Background: an optimization exercise with open tools, aiming at small area, a short achievable clock period and few clock cycles. Do not read the settings as production practice.
The RTL was checked by simulation tests, not by an equivalence proof against the original design.

File: config.mk
export PLATFORM = sky130hd
export DESIGN_NAME = xoodyak_build
export DESIGN_NICKNAME = xoodyak_build
export VERILOG_FILES = /design/flow/design.v
export SDC_FILE = /design/flow/constraint.sdc
export NUM_CORES = 4
export LEC_CHECK = 0
export CAP_MARGIN = 20
export CORE_MARGIN = 2
export CORE_UTILIZATION = 40
export SLEW_MARGIN = 20
File: constraint.sdc
create_clock -name core_clock -period 5.0 [get_ports {eph1}]
set_input_delay 1.0000 -clock core_clock [delete_from_list [all_inputs] [get_ports {eph1}]]
set_output_delay 1.0000 -clock core_clock [all_outputs]
set_load 0.01 [all_outputs]
File: design.v
module xoodyak_build (
    input  logic         eph1,
    input  logic         reset,
    input  logic         start,
    input  logic [351:0] input_data,
    input  logic [5:0]   opmode,
    output logic [191:0] textout,
    output logic         finished
);
    localparam int K = 2;           
    localparam int L = 12 / K;      
    localparam logic [2:0] OP_IDLE  = 3'd0;
    localparam logic [2:0] OP_INIT  = 3'd1;
    localparam logic [2:0] OP_NONCE = 3'd2;
    localparam logic [2:0] OP_ASSOC = 3'd3;
    localparam logic [2:0] OP_ENC   = 3'd4;
    localparam logic [2:0] OP_DEC   = 3'd5;
    localparam logic [2:0] OP_SQZ   = 3'd6;
    localparam logic [2:0] OP_RAT   = 3'd7;
    logic [383:0]   s, s_nxt;
    logic [351:0]   data_q;
    logic [2:0]     op_q;
    logic           cont_q;
    logic           busy;
    logic [3:0]     rnd;
    logic           phase_down;
    logic [2:0]     op_in;
    logic           cont_in;
    logic           acc, go_up, direct, last;
    logic [7:0]     cu;
    logic [383:0]   lc;
    logic [383:0]   rout;
    logic [191:0]   y;
    logic [383:0]   dn_keep, dn_x, in_x;
    logic           in_keep;
    logic [1:0]     unused_opmode;
    assign unused_opmode = opmode[4:3];
    assign op_in   = opmode[2:0];
    assign cont_in = opmode[5];
    function automatic logic [31:0] rotl(input logic [31:0] v, input int n);
        rotl = (v << n) | (v >> (32 - n));
    endfunction
    function automatic logic [31:0] round_const(input logic [3:0] r);
        logic [31:0] c;
        case (r)
            4'd0:    c = 32'h058;
            4'd1:    c = 32'h038;
            4'd2:    c = 32'h3C0;
            4'd3:    c = 32'h0D0;
            4'd4:    c = 32'h120;
            4'd5:    c = 32'h014;
            4'd6:    c = 32'h060;
            4'd7:    c = 32'h02C;
            4'd8:    c = 32'h380;
            4'd9:    c = 32'h0F0;
            4'd10:   c = 32'h1A0;
            4'd11:   c = 32'h012;
            default: c = 32'h000;
        endcase
        round_const = c;
    endfunction
    function automatic logic [383:0] xoodoo_lin(input logic [383:0] s_in,
                                                input logic [31:0]  rc);
        logic [31:0]  a [3][4];
        logic [31:0]  p [4];
        logic [31:0]  e [4];
        logic [31:0]  t [4];
        logic [383:0] s_out;
        for (int yy = 0; yy < 3; yy++)
            for (int x = 0; x < 4; x++)
                for (int k = 0; k < 4; k++)
                    a[yy][x][8*k +: 8] = s_in[383 - 8*(16*yy + 4*x + k) -: 8];
        for (int x = 0; x < 4; x++)
            p[x] = a[0][x] ^ a[1][x] ^ a[2][x];
        for (int x = 0; x < 4; x++)
            e[x] = rotl(p[(x + 3) % 4], 5) ^ rotl(p[(x + 3) % 4], 14);
        for (int yy = 0; yy < 3; yy++)
            for (int x = 0; x < 4; x++)
                a[yy][x] = a[yy][x] ^ e[x];
        for (int x = 0; x < 4; x++)
            t[x] = a[1][x];
        for (int x = 0; x < 4; x++) begin
            a[1][x] = t[(x + 3) % 4];
            a[2][x] = rotl(a[2][x], 11);
        end
        a[0][0] = a[0][0] ^ rc;
        for (int yy = 0; yy < 3; yy++)
            for (int x = 0; x < 4; x++)
                for (int k = 0; k < 4; k++)
                    s_out[383 - 8*(16*yy + 4*x + k) -: 8] = a[yy][x][8*k +: 8];
        xoodoo_lin = s_out;
    endfunction
    function automatic logic [383:0] xoodoo_nl(input logic [383:0] s_in);
        logic [31:0]  a [3][4];
        logic [31:0]  b [3][4];
        logic [31:0]  t [4];
        logic [383:0] s_out;
        for (int yy = 0; yy < 3; yy++)
            for (int x = 0; x < 4; x++)
                for (int k = 0; k < 4; k++)
                    a[yy][x][8*k +: 8] = s_in[383 - 8*(16*yy + 4*x + k) -: 8];
        for (int yy = 0; yy < 3; yy++)
            for (int x = 0; x < 4; x++)
                b[yy][x] = ~a[(yy + 1) % 3][x] & a[(yy + 2) % 3][x];
        for (int yy = 0; yy < 3; yy++)
            for (int x = 0; x < 4; x++)
                a[yy][x] = a[yy][x] ^ b[yy][x];
        for (int x = 0; x < 4; x++) begin
            a[1][x] = rotl(a[1][x], 1);
            t[x]    = a[2][x];
        end
        for (int x = 0; x < 4; x++)
            a[2][x] = rotl(t[(x + 2) % 4], 8);
        for (int yy = 0; yy < 3; yy++)
            for (int x = 0; x < 4; x++)
                for (int k = 0; k < 4; k++)
                    s_out[383 - 8*(16*yy + 4*x + k) -: 8] = a[yy][x][8*k +: 8];
        xoodoo_nl = s_out;
    endfunction
    function automatic logic [383:0] byte_range(input int lo, input int hi);
        logic [383:0] m;
        m = '0;
        for (int k = 0; k < 48; k++)
            if (k >= lo && k < hi)
                m[383 - 8*k -: 8] = 8'hFF;
        byte_range = m;
    endfunction
    function automatic logic [383:0] pad_at(input int n);
        logic [383:0] m;
        m = '0;
        m[383 - 8*n - 7] = 1'b1;
        pad_at = m;
    endfunction
    assign acc    = !busy && start && (op_in != OP_IDLE);
    assign go_up  = acc && (op_in[2] || (op_in[1] && phase_down));
    assign direct = acc && !go_up;
    assign last   = busy && (rnd == 4'(L - 1));
    always_comb begin
        cu = 8'h00;
        if (!busy) begin
            case (op_in)
                OP_ENC, OP_DEC: cu = cont_in ? 8'h00 : 8'h80;
                OP_SQZ:         cu = cont_in ? 8'h00 : 8'h40;
                OP_RAT:         cu = 8'h10;
                default:        cu = 8'h00;
            endcase
        end
    end
    assign lc = xoodoo_lin({376'b0, cu}, 32'h0);
    always_comb begin
        logic [383:0] t;
        logic [383:0] pre;
        t = s;
        for (int j = 0; j < K; j++) begin
            pre = xoodoo_lin(t, round_const(4'(K * rnd + j)));
            if (j == 0)
                pre = pre ^ lc;
            t = xoodoo_nl(pre);
        end
        rout = t;
    end
    assign y = rout[383:192];
    always_comb begin
        logic [383:0] dext;
        dext    = {data_q, 32'b0};
        dn_keep = '1;
        dn_x    = '0;
        if (last) begin
            case (op_q)
                OP_NONCE: begin
                    dn_x = (dext & byte_range(0, 16)) ^ pad_at(16);
                    dn_x[1:0] = dn_x[1:0] ^ 2'b11;
                end
                OP_ASSOC: begin
                    dn_x = (dext & byte_range(0, 44)) ^ pad_at(44);
                    dn_x[1:0] = dn_x[1:0] ^ (cont_q ? 2'b00 : 2'b11);
                end
                OP_ENC: dn_x = (dext & byte_range(0, 24)) ^ pad_at(24);
                OP_DEC: begin
                    dn_keep = ~byte_range(0, 24);
                    dn_x    = (dext & byte_range(0, 24)) ^ pad_at(24);
                end
                OP_SQZ: dn_x = pad_at(0);
                default: begin   
                    dn_keep = ~byte_range(0, 16);
                    dn_x    = pad_at(16);
                end
            endcase
        end
    end
    always_comb begin
        logic [383:0] dext;
        dext    = {input_data, 32'b0};
        in_keep = 1'b1;
        in_x    = '0;
        if (direct) begin
            case (op_in)
                OP_INIT: begin
                    in_keep = 1'b0;
                    in_x = (dext & byte_range(0, 16)) ^ pad_at(17);
                    in_x[1:0] = 2'b10;
                end
                OP_NONCE: begin
                    in_x = (dext & byte_range(0, 16)) ^ pad_at(16);
                    in_x[1:0] = 2'b11;
                end
                default: begin   
                    in_x = (dext & byte_range(0, 44)) ^ pad_at(44);
                    in_x[1:0] = cont_in ? 2'b00 : 2'b11;
                end
            endcase
        end
    end
    always_comb begin
        if (busy || go_up)
            s_nxt = (rout & dn_keep) ^ dn_x;
        else
            s_nxt = (s & {384{in_keep}}) ^ in_x;
    end
    always_ff @(posedge eph1 or negedge reset) begin
        if (!reset) begin
            s          <= '0;
            busy       <= 1'b0;
            rnd        <= 4'd0;
            phase_down <= 1'b0;
            finished   <= 1'b0;
            textout    <= '0;
        end else begin
            s        <= s_nxt;
            finished <= direct || last;
            if (acc)
                phase_down <= 1'b1;
            if (go_up) begin
                busy <= 1'b1;
                rnd  <= 4'd1;
            end else if (last) begin
                busy <= 1'b0;
                rnd  <= 4'd0;
            end else if (busy) begin
                rnd  <= rnd + 4'd1;
            end
            if (last && op_q[2] && (op_q != OP_RAT))
                textout <= y ^ (data_q[351:160] & {192{!op_q[1]}});
        end
    end
    always_ff @(posedge eph1) begin
        if (!busy) begin
            op_q   <= op_in;
            cont_q <= cont_in;
            data_q <= input_data;
        end
    end
endmodule
File: run.sh
#!/bin/bash
# synth_recipe.tcl (not shown) runs the flow's synth.tcl, then flattens the netlist and writes it again
# the make line also repeats each setting of config.mk as NAME=value (left out here)
make -C /OpenROAD-flow-scripts/flow DESIGN_CONFIG=/design/flow/config.mk WORK_HOME=/design/flow/orfs CLKGATE_MAP_FILE= SYNTH_SCRIPT=/design/flow/synth_recipe.tcl finish
==> summary.md, run 1 <==
| Metric | Value |
|---|---|
| Outcome | `failed layout checks` |
| Blocking Checks | `setup timing` |
| First-pass GRT wire length | `between 700000 and 800000 um` |
| Hold buffers post-CTS | `0` |
| GP Congestion | `~1.1` |
| RR Startpoint | `s[258]` |
| Yosys Warn Count | `19` |
| Final worst setup slack | `-0.1684 ns` |
| Total CTS buffers | `approximately 120` |
| Number of max-cap violations | `0` |
| Hpwl dp | `505000 um` |
| Wirelength, routed | `603500 um` |
| Worst Path Required | `~5.7 ns` |
| Share of post-route cells with drive strength above 1 | `28.02%` |
| Initial Utilization | `40.30%` |
| Core Util, Final | `between 50% and 60%` |
| Commonest non-fill, non-tap cells in the layout | `buf_4 (1932), nand2_1 (1496), xnor2_1 (968)` |
| Clk pin slew, worst setup/hold paths | `0.06 ns` |
| Row count | `167` |
| Slew @ Worst Pin | `1.130 ns` |
| CP Capture Type | `flip-flop` |
| Net Count, Synth | `8167` |
| CP arrival | `between 5 and 6 ns` |
| Worst Hold Class | `input port to async pin` |
| R2R Setup Slk | `-0.17 ns` |
| Rel. slew slack | `approximately a quarter` |
| Unrepaired setup endpoints after global routing | `no` |
| Tcrit/Tclk final | `103.4%` |
| Area post-placement | `0.1143 mm^2` |
| Hold Violations, Final | `0` |
| Final Max Slew Viols | `0` |
| Fillcell total | `around 17000` |
| Synth Flop Type | `dfrtp_1` |
| Max Freq | `193.5 MHz` |
| Worst Clk Skew | `0.04486 ns` |
| Wire per inst | `between 40 and 50 um` |
| Clk buf depth | `3` |
| Total GRT Usage | `about 56%` |
| CORE AREA | `approximately 0.21 mm^2` |
| CTS sink count | `around 940` |
| IO buf count | `between 500 and 600` |
| Final Non-Filler Cells | `13420` |
| Mapped Cells | `7802` |
| DRC Markers | `0` |
| Post-synthesis cell type count | `82` |
| Most common cell after layout, fill and taps aside | `buf_4` |
| Worst Setup Start Kind | `flip-flop` |
| Avg Cell Area, Syn | `10.71 um^2` |
| Die area | `0.2125 mm^2` |
| Worst-skew pair later-pin latency | `0.84 ns` |
| Maximum fanout along the worst path | `5` |
| Inst Count DP | `13140` |
| Post-synthesis sequential area ratio | `30.26%` |
| Initial DRC Count | `14710` |
| Top Ports | `approximately 550` |
| Die H | `roughly 460 um` |
| Reg2reg end | `s[280]` |
| Vias per inst | `6.235` |
| CTS tree | `done` |
| Final setup violation count | `24` |
| Post-Synthesis Cell Area | `~0.084 mm^2` |
| Fin nets | `10840` |
| Global route overflow | `0` |
| Pre-CTS setup slack | `-0.5691 ns` |
| Die width | `461.0 um` |
| Post-route ant nets | `0` |
| H-tree lvl count | `3` |
| Post-synth EDFFs | `356` |
| Drt first pass iters | `13` |
| Vias in the first global route | `77340` |
| CTS root buffer | `clkbuf_16` |
| R2R cell count | `16` |
| Vias | `83670` |
| Period minus WS final | `5.168 ns` |
| Fin area | `0.1186 mm^2` |
| Layout area overhead | `42.01%` |
| Critical path type | `flip-flop to flip-flop` |
| Initial antenna violation count | `92` |
| Ys async rst share | `62.09%` |
| Post-synthesis register bit count | `939` |
| Largest net degree at the start of global routing | `110` |
[metal layers]
metal | share of wire [%] | GRT usage, % | up-vias
met5 | 0.080 | 0 | -
met3 | 15 | 26.47 | 2092
met1 | 35 | 66.74 | 41420
met4 | 12 | 49.72 | 26
met2 | 38 | 73.80 | 7866
li1 | - | - | 32270
[worst max-delay path by stage]
stage	slack, ns	depth (start not counted)	end	startpoint
global placement	-0.54	16	s[356]	opmode[2]
detailed placement	-0.57	16	s[356]	opmode[2]
floorplan	0.29	12	s[150]	busy
global route	0.001	16	s[280]	s[258]
CTS	0.02	11	textout[15]	s[219]
finish	-0.17	16	s[280]	s[258]
[repair_timing]
item | in CTS | in global routing
endpoints found under the setup margin | 5 | 14
setup buffers | 0 | 0
endpoints found under the hold margin | 0 | 0
resized for setup | 4 | 17
[layout make-up]
class	instances	area [um^2]	area share [%]
flip-flops and latches	939	25280	21.31
multi-input cells	6520	57500	48.47
clock inverters	54	686.9	0.5790
inverters	9	50.05	0.04219
diodes	58	145.1	0.1223
repair buffers	2885	28070	23.66
well taps	2788	3488	2.940
clock buffers	166	3413	2.877
[cells by family after synthesis]
kind of cell	Yosys count	synth area share, %
xor+xnor	2625	43.82
compound gates	1009	8.037
simple gates	2801	15.16
flops	939	30.26
buf+inv	343	1.580
fa+ha+maj	4	0.05991
mux	81	1.086
[metrics by stage]
| step | TNS, ns | hold slack, ns |
|---|---|---|
| 6_report | -1.156 | 0.2162 |
| 5_1_grt | 0 | 0.2446 |
| 4_1_cts | 0 | 0.2082 |
| 3_5_place_dp | -45.38 | 0.4642 |
| 3_3_place_gp | -36.96 | 0.4538 |
| 2_1_floorplan | 0 | 0.4350 |
[cells in the mapped netlist (all sizes together), types with 56 or more instances]
cell | number | share of area, %
nor2b | 282 | 2.1
nor2 | 444 | 2.0
o21ai | 210 | 1.3
nand3 | 103 | 0.62
o311ai | 77 | 0.81
a31oi | 57 | 0.43
dfrtp | 583 | 17
o211ai | 153 | 1.4
xor3 | 204 | 5.9
xnor2 | 1096 | 12
nor3 | 70 | 0.42
nand2 | 1497 | 6.7
and3 | 56 | 0.42
mux2 | 77 | 1.0
edfxtp | 356 | 13
nand2b | 139 | 1.0
clkbuf | 299 | 1.3
a21oi | 252 | 1.5
or4 | 63 | 0.57
xor2 | 641 | 6.9
xnor3 | 684 | 19
[critical path, stage by stage (launching register included)]
cell	delay [ns]
dfrtp_1	0.65
xor3_2	0.46
buf_12	0.21
xnor3_1	0.42
buf_4	0.18
nand2_1	0.06
xor2_1	0.14
buf_4	0.21
xnor3_1	0.52
xnor3_2	0.53
buf_12	0.19
xnor2_1	0.18
buf_4	0.16
buf_4	0.14
o21a_1	0.19
or4_1	0.51
o211ai_1	0.20
[state kept, by name (all words and copies together), names as in the netlist]
name / count
busy: 1
cont_q: 1
data_q: 352
finished: 1
op_q: 3
phase_down: 1
rnd: 4
s: 384
textout: 192
Testbench counts, summed over its fixed seeds: cycles 19,794.
==> run 2, diff against run 1 <==
--- a/design.v
+++ b/design.v
@@ -8,5 +8,5 @@
     output logic         finished
 );
-    localparam int K = 2;           
+    localparam int K = 1;           
     localparam int L = 12 / K;      
     localparam logic [2:0] OP_IDLE  = 3'd0;
@@ -31,7 +31,4 @@
     logic [383:0]   lc;
     logic [383:0]   rout;
-    logic [191:0]   y;
-    logic [383:0]   dn_keep, dn_x, in_x;
-    logic           in_keep;
     logic [1:0]     unused_opmode;
     assign unused_opmode = opmode[4:3];
@@ -148,73 +145,107 @@
     end
     assign lc = xoodoo_lin({376'b0, cu}, 32'h0);
+    function automatic int bidx(input int yy, input int x, input int z);
+        bidx = 376 - 32 * (4 * yy + x) - 8 * (z / 8) + (z % 8);
+    endfunction
+    logic [383:0] st  [K+1];
+    logic [383:0] pre [K];
+    logic [9:0]   rcv [K];
+    assign st[0] = s;
+    for (genvar j = 0; j < K; j++) begin : g_rnd
+        logic [127:0] p01, p, e;
+        logic [383:0] th, b, c;
+        logic [31:0]  rc_full;
+        assign rc_full = round_const(4'(K * rnd + j));
+        assign rcv[j]  = rc_full[9:0];
+        for (genvar x = 0; x < 4; x++) begin : g_x
+            for (genvar z = 0; z < 32; z++) begin : g_z
+                xo2 u_p0 (.a(st[j][bidx(0, x, z)]), .b(st[j][bidx(1, x, z)]), .y(p01[32 * x + z]));
+                xo2 u_p1 (.a(p01[32 * x + z]),      .b(st[j][bidx(2, x, z)]), .y(p[32 * x + z]));
+                xo2 u_e  (.a(p[32 * ((x + 3) % 4) + (z + 27) % 32]),
+                          .b(p[32 * ((x + 3) % 4) + (z + 18) % 32]), .y(e[32 * x + z]));
+                for (genvar yy = 0; yy < 3; yy++) begin : g_y
+                    xo2 u_t (.a(st[j][bidx(yy, x, z)]), .b(e[32 * x + z]), .y(th[bidx(yy, x, z)]));
+                end
+                if (x == 0 && z < 10) begin : g_iota
+                    assign b[bidx(0, x, z)] = th[bidx(0, x, z)] ^ rcv[j][z];
+                end else begin : g_noiota
+                    assign b[bidx(0, x, z)] = th[bidx(0, x, z)];
+                end
+                assign b[bidx(1, x, z)] = th[bidx(1, (x + 3) % 4, z)];
+                assign b[bidx(2, x, z)] = th[bidx(2, x, (z + 21) % 32)];
+            end
+        end
+        if (j == 0) begin : g_inj
+            assign pre[j] = b ^ lc;
+        end else begin : g_noinj
+            assign pre[j] = b;
+        end
+        for (genvar x = 0; x < 4; x++) begin : g_cx
+            for (genvar z = 0; z < 32; z++) begin : g_cz
+                for (genvar yy = 0; yy < 3; yy++) begin : g_cy
+                    chi1 u_c (.a(pre[j][bidx(yy, x, z)]),
+                              .b(pre[j][bidx((yy + 1) % 3, x, z)]),
+                              .c(pre[j][bidx((yy + 2) % 3, x, z)]),
+                              .y(c[bidx(yy, x, z)]));
+                end
+                assign st[j+1][bidx(0, x, z)] = c[bidx(0, x, z)];
+                assign st[j+1][bidx(1, x, z)] = c[bidx(1, x, (z + 31) % 32)];
+                assign st[j+1][bidx(2, x, z)] = c[bidx(2, (x + 2) % 4, (z + 24) % 32)];
+            end
+        end
+    end
+    assign rout = st[K];
+    logic          roundsel, hold;
+    logic          is_n, is_a, is_e, is_d, is_sq, is_r;
+    logic          g_lo, g_mid, g_hi;      
+    logic          h_lo, h_mid;            
+    logic          in_lo, in_hi;           
+    logic [383:0]  dext, iext, gm, x, w, padx, padw, selx;
+    assign is_n  = (op_q == OP_NONCE);
+    assign is_a  = (op_q == OP_ASSOC);
+    assign is_e  = (op_q == OP_ENC);
+    assign is_d  = (op_q == OP_DEC);
+    assign is_sq = (op_q == OP_SQZ);
+    assign is_r  = (op_q == OP_RAT);
+    assign roundsel = busy || go_up;
+    assign hold     = !busy && !acc;
+    assign g_lo  = last && (is_n || is_a || is_e || is_d);
+    assign g_mid = last && (is_a || is_e || is_d);
+    assign g_hi  = last && is_a;
+    assign h_lo  = last && (is_d || is_r);
+    assign h_mid = last && is_d;
+    assign in_lo = direct;
+    assign in_hi = direct && (op_in == OP_ASSOC);
+    assign dext = {data_q, 32'b0};
+    assign iext = {input_data, 32'b0};
     always_comb begin
-        logic [383:0] t;
-        logic [383:0] pre;
-        t = s;
-        for (int j = 0; j < K; j++) begin
-            pre = xoodoo_lin(t, round_const(4'(K * rnd + j)));
-            if (j == 0)
-                pre = pre ^ lc;
-            t = xoodoo_nl(pre);
-        end
-        rout = t;
-    end
-    assign y = rout[383:192];
-    always_comb begin
-        logic [383:0] dext;
-        dext    = {data_q, 32'b0};
-        dn_keep = '1;
-        dn_x    = '0;
+        gm   = ({384{g_lo}} & byte_range(0, 16)) | ({384{g_mid}} & byte_range(16, 24))
+             | ({384{g_hi}} & byte_range(24, 44));
+        selx = ~(({384{h_lo}} & byte_range(0, 16)) | ({384{h_mid}} & byte_range(16, 24)))
+             & {384{roundsel}};
+        padx = '0;
         if (last) begin
             case (op_q)
-                OP_NONCE: begin
-                    dn_x = (dext & byte_range(0, 16)) ^ pad_at(16);
-                    dn_x[1:0] = dn_x[1:0] ^ 2'b11;
-                end
-                OP_ASSOC: begin
-                    dn_x = (dext & byte_range(0, 44)) ^ pad_at(44);
-                    dn_x[1:0] = dn_x[1:0] ^ (cont_q ? 2'b00 : 2'b11);
-                end
-                OP_ENC: dn_x = (dext & byte_range(0, 24)) ^ pad_at(24);
-                OP_DEC: begin
-                    dn_keep = ~byte_range(0, 24);
-                    dn_x    = (dext & byte_range(0, 24)) ^ pad_at(24);
-                end
-                OP_SQZ: dn_x = pad_at(0);
-                default: begin   
-                    dn_keep = ~byte_range(0, 16);
-                    dn_x    = pad_at(16);
-                end
+                OP_NONCE: begin padx = pad_at(16); padx[1:0] = 2'b11; end
+                OP_ASSOC: begin padx = pad_at(44); padx[1:0] = cont_q ? 2'b00 : 2'b11; end
+                OP_ENC, OP_DEC: padx = pad_at(24);
+                OP_SQZ:   padx = pad_at(0);
+                default:  padx = pad_at(16);
             endcase
         end
-    end
-    always_comb begin
-        logic [383:0] dext;
-        dext    = {input_data, 32'b0};
-        in_keep = 1'b1;
-        in_x    = '0;
+        padw = '0;
         if (direct) begin
             case (op_in)
-                OP_INIT: begin
-                    in_keep = 1'b0;
-                    in_x = (dext & byte_range(0, 16)) ^ pad_at(17);
-                    in_x[1:0] = 2'b10;
-                end
-                OP_NONCE: begin
-                    in_x = (dext & byte_range(0, 16)) ^ pad_at(16);
-                    in_x[1:0] = 2'b11;
-                end
-                default: begin   
-                    in_x = (dext & byte_range(0, 44)) ^ pad_at(44);
-                    in_x[1:0] = cont_in ? 2'b00 : 2'b11;
-                end
+                OP_INIT:  begin padw = pad_at(17); padw[1:0] = 2'b10; end
+                OP_NONCE: begin padw = pad_at(16); padw[1:0] = 2'b11; end
+                default:  begin padw = pad_at(44); padw[1:0] = cont_in ? 2'b00 : 2'b11; end
             endcase
         end
-    end
-    always_comb begin
-        if (busy || go_up)
-            s_nxt = (rout & dn_keep) ^ dn_x;
-        else
-            s_nxt = (s & {384{in_keep}}) ^ in_x;
+        x = rout ^ (dext & gm);
+        w = ({384{hold}} & s)
+          | (iext & (({384{in_lo}} & byte_range(0, 16)) | ({384{in_hi}} & byte_range(16, 44))))
+          | ({384{h_mid}} & byte_range(0, 24) & dext)
+          | padw;
+        s_nxt = (selx & (x ^ padx)) | (~selx & w);
     end
     always_ff @(posedge eph1 or negedge reset) begin
@@ -240,6 +271,6 @@
                 rnd  <= rnd + 4'd1;
             end
-            if (last && op_q[2] && (op_q != OP_RAT))
-                textout <= y ^ (data_q[351:160] & {192{!op_q[1]}});
+            if (last && (is_e || is_d || is_sq))
+                textout <= x[383:192];
         end
     end
@@ -252,2 +283,33 @@
     end
 endmodule
+module xo2 (
+    input  logic a,
+    input  logic b,
+    output logic y
+);
+    assign y = a ^ b;
+endmodule
+module chi1 (
+    input  logic a,
+    input  logic b,
+    input  logic c,
+    output logic y
+);
+    logic t;
+    orn  u_n (.b(b), .c(c), .y(t));
+    xn2  u_x (.a(a), .b(t), .y(y));
+endmodule
+module orn (
+    input  logic b,
+    input  logic c,
+    output logic y
+);
+    assign y = b | ~c;
+endmodule
+module xn2 (
+    input  logic a,
+    input  logic b,
+    output logic y
+);
+    assign y = ~(a ^ b);
+endmodule
--- a/config.mk
+++ b/config.mk
@@ -10,2 +10,4 @@
 export CORE_UTILIZATION = 40
 export SLEW_MARGIN = 20
+export SYNTH_HIERARCHICAL = 1
+export SYNTH_MINIMUM_KEEP_SIZE = 0
==> run 2 against run 1 <==
- clock skew grew 0.048 ns
- global-route usage down 21 points
- critical path type unchanged
- core utilization shrank 8.8 points
- synthesized area down 33%
- clock-buffer cell count down 5
- sequential cell count stayed put
- wire length decreased by 57%
- the run now finishes clean
- final cell count down 42%
- non-clock buffer count fell by 2226
==> summary.md, run 2 <==
| Metric | Value |
|---|---|
| Outcome | `timing/DRC/antenna clean` |
| Post-synthesis sequential area ratio | `44.88% (+15 points)` |
| Vias | `46500 (-44%)` |
| Total GRT Usage | `35.05% (-21 points)` |
| Fillcell total | `13060 (-24%)` |
| Most frequent cell after synthesis | `xor2_1` |
| Clk buf depth | `3 (unchanged)` |
| Tcrit/Tclk final | `85.13% (-18 points)` |
| Largest registers | `s (384), data_q (352), textout (192)` |
| Die H | `379.2 um (-18%)` |
| Slew @ Worst Pin | `1.264 ns (+0.1347 ns)` |
| GP Congestion | `1.039 (-8.6%)` |
| Worst Path Required | `5.66 ns (-0.03 ns)` |
| Initial Utilization | `40.32% (about the same)` |
| Largest net degree at the start of global routing | `155 (+41%)` |
| Layout area overhead | `20.08%` |
| IO buf count | `551 (unchanged)` |
| Vias in the first global route | `43770 (-43%)` |
| Crit path cell chain | `xor2_1 -> xor2_1 -> xor2_1 -> xor2_1 -> nand2b_1 -> xnor2_1 -> xor2_1 -> a22oi_1` |
| Hold buffers post-CTS | `0 (unchanged)` |
| Area post-placement | `0.06401 mm^2 (-44%)` |
| Worst Hold Class | `input port to async pin` |
| Post-synth EDFFs | `356 (unchanged)` |
| Slowest-stage cell, CP | `xor2_1` |
| Most common cell after layout, fill and taps aside | `xor2_1` |
| XOR/XNOR Fraction of Synth Area | `23.96% (-20 points)` |
| Fin nets | `6238 (-42%)` |
| Final setup violation count | `0 (-100%)` |
| Rel. slew slack | `15.71% (-9.0 points)` |
| CTS tree | `done` |
| Yosys Warn Count | `21 (+2)` |
| Post-Synth Simple-Gate Area | `11.55% (-3.6 points)` |
| Period minus WS final | `4.257 ns (-0.9117 ns)` |
| CP Capture Type | `flip-flop` |
| Total CTS buffers | `107 (-7.0%)` |
| Mux share of post-synthesis cell area | `1.155% (+0.069 points)` |
| CP arrival | `4.91 ns (-0.95 ns)` |
| Post-synth top area share | `25.90% (+8.4 points)` |
| First-pass GRT wire length | `348900 um (-54%)` |
| WP buf/inv | `0 (-6)` |
| Number of max-cap violations | `0 (unchanged)` |
| CTS root buffer | `clkbuf_16` |
| Hpwl dp | `195800 um (-61%)` |
| Post-route ant nets | `0 (unchanged)` |
| Wirelength, routed | `258100 um (-57%)` |
| Hold Violations, Final | `0 (unchanged)` |
| Ys async rst share | `62.09% (unchanged)` |
| Top cells by area, synth | `dfrtp_1 (26%), edfxtp_1 (19%), xor2_1 (18%)` |
| Max Freq | `234.9 MHz (+21%)` |
| Die area | `0.1438 mm^2 (-32%)` |
| Max FFs per register | `384 (unchanged)` |
| Global route overflow | `0 (unchanged)` |
| CTS sink count | `939 (unchanged)` |
| Maximum fanout along the worst path | `3 (-2)` |
| Main combinational cell family by area after synthesis | `XOR/XNOR gates` |
| Share of post-route cells with drive strength above 1 | `5.031% (-23 points)` |
| Fin area | `0.06763 mm^2 (-43%)` |
| Setup bufs post-CTS | `0 (unchanged)` |
| Wire per inst | `32.88 um (-27%)` |
| Post-synth top cells | `xor2_1 (1141), dfrtp_1 (583), o21ai_0 (545), nand2_1 (422), xnor2_1 (400)` |
| Mapped Cells | `5435 (-30%)` |
| Final Max Slew Viols | `0 (unchanged)` |
| Crit path max-delay family | `XOR/XNOR gates` |
| Post-Synth Adder-Cell Area | `0.1777% (+0.12 points)` |
| Unrepaired setup endpoints after global routing | `no` |
| CORE AREA | `0.1397 mm^2 (-33%)` |
| Die width | `379.2 um (-18%)` |
| Net Count, Synth | `5804 (-29%)` |
| Initial antenna violation count | `10 (-89%)` |
| Critical path type | `flip-flop to flip-flop` |
| Row count | `137 (-18%)` |
| Worst Setup Start Kind | `flip-flop` |
| Drt first pass iters | `7 (-6)` |
| Post-synthesis register bit count | `939 (unchanged)` |
| Most frequent CP cell | `xor2_1` |
| DRC Markers | `0 (unchanged)` |
| Initial DRC Count | `6103 (-59%)` |
| Post-synth top area cell | `dfrtp_1` |
| CP peak stage delay | `0.87 ns (+0.22 ns)` |
| Top Ports | `554 (unchanged)` |
| Vias per inst | `5.925 (-5.0%)` |
| Post-Synthesis Cell Area | `0.05632 mm^2 (-33%)` |
| CTS resizes | `0 (-4)` |
| Worst Clk Skew | `0.09250 ns (+0.04765 ns)` |
| Worst-skew pair later-pin latency | `0.81 ns (-0.03 ns)` |
| Synth Flop Type | `dfrtp_1` |
| Commonest non-fill, non-tap cells in the layout | `xor2_1 (1140), dfrtp_1 (583), clkdlybuf4s50_1 (550)` |
| Synth Area in Compound Gates | `14.99% (+6.9 points)` |
| Biggest register | `s` |
| Avg Cell Area, Syn | `10.36 um^2 (-3.2%)` |
| H-tree lvl count | `3 (unchanged)` |
| Post-synthesis cell type count | `59 (-28%)` |
| Clk pin slew, worst setup/hold paths | `0.06 ns (about the same)` |
==> run 2: final cells by class <==
| class | count | area [um^2] | share of cell area (%) |
|---|---|---|---|
| flip-flops and latches | 939 | 25280 | 37.38 |
| repair buffers | 659 | 6782 | 10.03 |
| well taps | 1876 | 2347 | 3.471 |
| multi-input cells | 4093 | 29340 | 43.38 |
| diodes | 10 | 25.02 | 0.03700 |
| clock buffers | 161 | 3090 | 4.570 |
| clock inverters | 42 | 504.2 | 0.7456 |
| inverters | 69 | 262.8 | 0.3885 |
==> run 2: logic make-up after synthesis <==
kind of cell | count (synthesis)
xor gates and xnor gates | 1541
and+or+nand+nor | 1262
AOI/OAI and AO/OA | 1217
DFF | 939
buffers and inverters | 403
muxes | 65
adders and majority gates | 8
==> run 2: modules after synthesis (local to each module, per instance), excerpt <==
module | cells | cell area, um^2 | times used
xoodyak_build | 3899 | 43830 | 1
xn2 | 1 | 8.758 | 384
orn | 1 | 6.256 | 384
xo2 | 1 | 8.758 | 768
==> run 2: worst paths after layout <==
| path | start | to | slack (ns) | cells past startpoint |
|---|---|---|---|---|
| max | s[219] | s[72] | 0.74 | 8 |
| min | reset | textout[106] | 0.24 | 1 |
| max reg2reg | s[219] | s[72] | 0.74 | 8 |
| min reg2reg | data_q[308] | s[340] | 0.45 | 1 |
| max in group asynchronous | reset | s[173] | 3.54 | 2 |
| min in group core_clock | data_q[308] | s[340] | 0.45 | 1 |
==> run 2: metal layers <==
layer  part of all wire (%)  global-route usage [%]
met5                  0.022                       0
met4                    6.0                   19.20
met3                    9.8                   7.580
met2                     43                   50.91
met1                     41                   48.41
==> run 2: per-stage QoR <==
stage | hold WS [ns] | instances | setup slack, ns | setup TNS, ns | util, %
floorplan | 0.4802 | 5435 | -1.746 | -1046.52 | -
global placement | 0.4626 | 7636 | 0.9968 | 0 | 45.82
detailed placement | 0.4693 | 7636 | 0.9692 | 0 | 45.82
CTS | 0.2196 | 7839 | 1.204 | 0 | 48.39
global route | 0.2631 | 7845 | 0.8560 | 0 | 48.40
finish | 0.2371 | 7849 | 0.7433 | 0 | 48.41
Testbench counts of run 2, summed over its fixed seeds: cycles 39,108.

-- what the ideal ports hide --
No port has a modelled driver above. Below, the same layouts with a new extraction and two added sets of constraints.
Step 1 (the two cells are an assumption about what drives the block):
set clk [get_ports {eph1}]
set_driving_cell -lib_cell sky130_fd_sc_hd__clkbuf_16 $clk
set_driving_cell -lib_cell sky130_fd_sc_hd__buf_2 [delete_from_list [all_inputs] $clk]
Step 2, shift: input delay + t, output delay - t, t = (earliest + latest rising clock arrival at the registers) / 2. This alone moves slack from input paths to output paths.
Three values: ideal ports, drivers, drivers and shift; two values: the first two.
| run | shift t [ns] | setup slack, ns | hold WS [ns] | slew at the worst register clock pin (ns) | cell pins on the clock port's net |
|---|---|---|---|---|---|
| run 1 | 0.929 | -0.168 / -0.168 / -0.653 | 0.216 / 0.157 / 0.478 | 0.08 / 0.08 | 1 |
| run 2 | 0.852 | 0.743 / 0.743 / 0.743 | 0.237 / 0.200 / 0.452 | 0.07 / 0.07 | 1 |
For run 1, which loses most, drivers alone change the setup slack by 0.000 ns; drivers and shift together by -0.485 ns.
